Source: an optimization exercise on an open RTL-to-GDS flow (aim: small area and few clock cycles per item). Production flows keep margins and buffers that such runs may drop.
In this exercise RTL edits were held to simulation tests only and were not proved equivalent to the original.

Setup of before:
## fp_mul_pipe
module fp_mul_pipe #(
   parameter int EXP_W = 8,
   parameter int MAN_W = 23
) (
   input  logic                     clk,
   input  logic                     rst,
   input  logic                     in_valid,
   output logic                     in_ready,
   input  logic [EXP_W+MAN_W:0]     in_a,
   input  logic [EXP_W+MAN_W:0]     in_b,
   output logic                     out_valid,
   input  logic                     out_ready,
   output logic [EXP_W+MAN_W:0]     out_z,
   output logic [3:0]               out_flags
);
Size in the first run: about 1700 cells after synthesis, ~42 flip-flops.
clock: 8.5 ns
lec_check: 0
abc_area: 1
cap_margin: 20
core_margin: 2
core_utilization: 40
slew_margin: 20
synth_hierarchical: 1
standard.sh (not shown) runs the stock make flow with config.mk's settings and CLKGATE_MAP_FILE= SYNTH_SCRIPT=/design/flow/synth_recipe.tcl, a recipe that flattens the netlist after the stock synthesis.
==> flow/flow/run.sh <==
#!/bin/bash
# The standard layout, with plain buf_1 cells as the port buffers.
set -euo pipefail
bash standard.sh "BUFFER_PORTS_ARGS=-buffer_cell sky130_fd_sc_hd__buf_1" finish > standard_flow.log 2>&1
Testbench counts of before, summed over its fixed seeds: cycles 12,008, items 12,000.
The following lists how after was set up differently from before:
--- a/flow/design.v
+++ b/flow/design.v
@@ -21,27 +21,31 @@
    logic adv;
    logic [EXP_W-1:0] ea, eb;
    logic [MAN_W-1:0] fa, fb;
    logic a_nan, b_nan, a_inf, b_inf, a_zero, b_zero, any_nan, any_inf, any_zero, snan, sgn, spec;
    logic [47:0] px, py;
    logic [23:0] za, zb;
    logic nz22;
    logic [25:0] u;
    logic ov;
    logic [25:0] r_p;
    logic r_st, r_sgn, r_spec, r_qnan, r_inf, r_inv;
+   assign r_qnan = r_p[25];
+   assign r_inf = r_p[24];
+   assign r_inv = r_p[23];
    logic [EXP_W:0] r_e;
    logic p47, guard, sticky, rnd, cy, ovf, unf;
    logic [24:0] mm;
    logic [MAN_W-1:0] frac_r;
-   logic [EW2-1:0] exp_f;
+   logic [MAN_W:0] ic;
+   logic [EXP_W:0] ex;
    assign adv = !ov || out_ready;
    assign in_ready = adv;
    assign out_valid = ov;
    assign ea = in_a[W-2:MAN_W];
    assign eb = in_b[W-2:MAN_W];
    assign fa = in_a[MAN_W-1:0];
    assign fb = in_b[MAN_W-1:0];
    assign a_nan = &ea && |fa;
    assign b_nan = &eb && |fb;
    assign a_inf = &ea && !(|fa);
    assign b_inf = &eb && !(|fb);
@@ -2122,45 +2126,46 @@
       end
       nz22 = 1'b0;
       for (int i = 0; i <= 22; i++) nz22 = nz22 | (za[i] & zb[22-i]);
    end
    always_ff @(posedge clk) begin
       if (rst) begin
          ov <= 1'b0;
       end else if (adv) begin
          ov <= in_valid;
       end
       if (adv) begin
-         r_p <= u;
+         r_p <= spec ? {any_nan || (any_inf && any_zero), any_inf, any_nan ? snan : (any_inf && any_zero), u[22:0]} : u;
          r_st <= !nz22;
-         r_e <= (EXP_W+1)'(ea) + (EXP_W+1)'(eb);
+         r_e <= (EXP_W+1)'(ea) + (EXP_W+1)'(eb) + (EXP_W+1)'(1);
          r_sgn <= sgn;
          r_spec <= spec;
-         r_qnan <= any_nan || (any_inf && any_zero);
-         r_inf <= any_inf;
-         r_inv <= any_nan ? snan : (any_inf && any_zero);
       end
    end
    assign p47 = r_p[25];
    assign mm = p47 ? r_p[25:1] : r_p[24:0];
    assign guard = mm[0];
    assign sticky = r_st || (p47 && r_p[0]);
    assign rnd = guard && (sticky || mm[1]);
-   assign {cy, frac_r} = {1'b0, mm[23:1]} + 24'(rnd);
-   assign exp_f = EW2'(r_e) - EW2'(BIAS) + EW2'(p47) + EW2'(cy);
-   assign ovf = !exp_f[EW2-1] && (exp_f[EW2-2:0] >= (EW2-1)'(EMAX));
-   assign unf = exp_f[EW2-1] || (exp_f == '0);
+   assign ic[0] = rnd;
+   for (genvar j = 0; j < MAN_W; j++) begin : g_inc
+      fpm_ha u_inc (.a(mm[j+1]), .b(ic[j]), .s(frac_r[j]), .co(ic[j+1]));
+   end
+   assign cy = rnd && (&mm[MAN_W:1]);
+   assign ex = r_e + (EXP_W+1)'(p47) + (EXP_W+1)'(cy);
+   assign ovf = ex >= (EXP_W+1)'(EMAX + 128);
+   assign unf = ex <= (EXP_W+1)'(128);
    assign out_z = r_spec ? (r_qnan ? QNAN : {r_sgn, r_inf ? {EXP_W{1'b1}} : {EXP_W{1'b0}}, {MAN_W{1'b0}}}) :
                   ovf ? {r_sgn, {EXP_W{1'b1}}, {MAN_W{1'b0}}} :
                   unf ? {r_sgn, {(W-1){1'b0}}} :
-                  {r_sgn, exp_f[EXP_W-1:0], frac_r};
+                  {r_sgn, !ex[EXP_W-1], ex[EXP_W-2:0], frac_r};
    assign out_flags = r_spec ? {r_inv, 3'b000} : ovf ? 4'b0101 : unf ? 4'b0011 : {3'b000, guard || sticky};
 endmodule
 module fpm_fa (
    input  logic a,
    input  logic b,
    input  logic c,
    output logic s,
    output logic co
 );
    assign s = a ^ b ^ c;
    assign co = (a & b) | (a & c) | (b & c);
Findings:
- Measured against each other, after and before differ in wire length of the first global-routing pass, the higher figure coming from before.
- Delta (after minus before): cell area after layout went down about 1.9%; average cell area after synthesis held.
- before → after: area growth from synthesis to final layout rose by 0.74 points, wire length on met3 increased 170 um, buffer count excluding the clock tree in the final layout climbed 1.7%.
Testbench counts of after, summed over its fixed seeds: cycles 12,008, items 12,000.

==> port drivers added, routing unchanged <==
In the flow no input, the clock included, has a driving cell. The finished layouts below were timed again as built, in two steps. Step 1 assumes that a clkbuf_16 drives the clock port and a buf_2 every other input. Step 2 moves the port delays by t, midway between the first and last clock arrival at a register: inputs arrive t later, outputs are due t later. That takes back most of the time a late clock gives input paths. Slacks: ideal ports / drivers / drivers and shift; pairs: ideal ports / drivers.
run	t (ns)	setup WS [ns]	worst setup path after step 2	latest minus earliest clock arrival (ns)	worst slew at a driven data input, ns
before	0.324	0.702 / 0.713 / 0.389	input to register	0.012 / 0.012	0.10
after	0.317	0.812 / 0.825 / 0.512	input to register	0.003 / 0.003	0.08
After both steps every run listed still meets setup and hold. For before, which loses most, drivers alone change the setup slack by +0.011 ns; drivers and shift together by -0.313 ns.
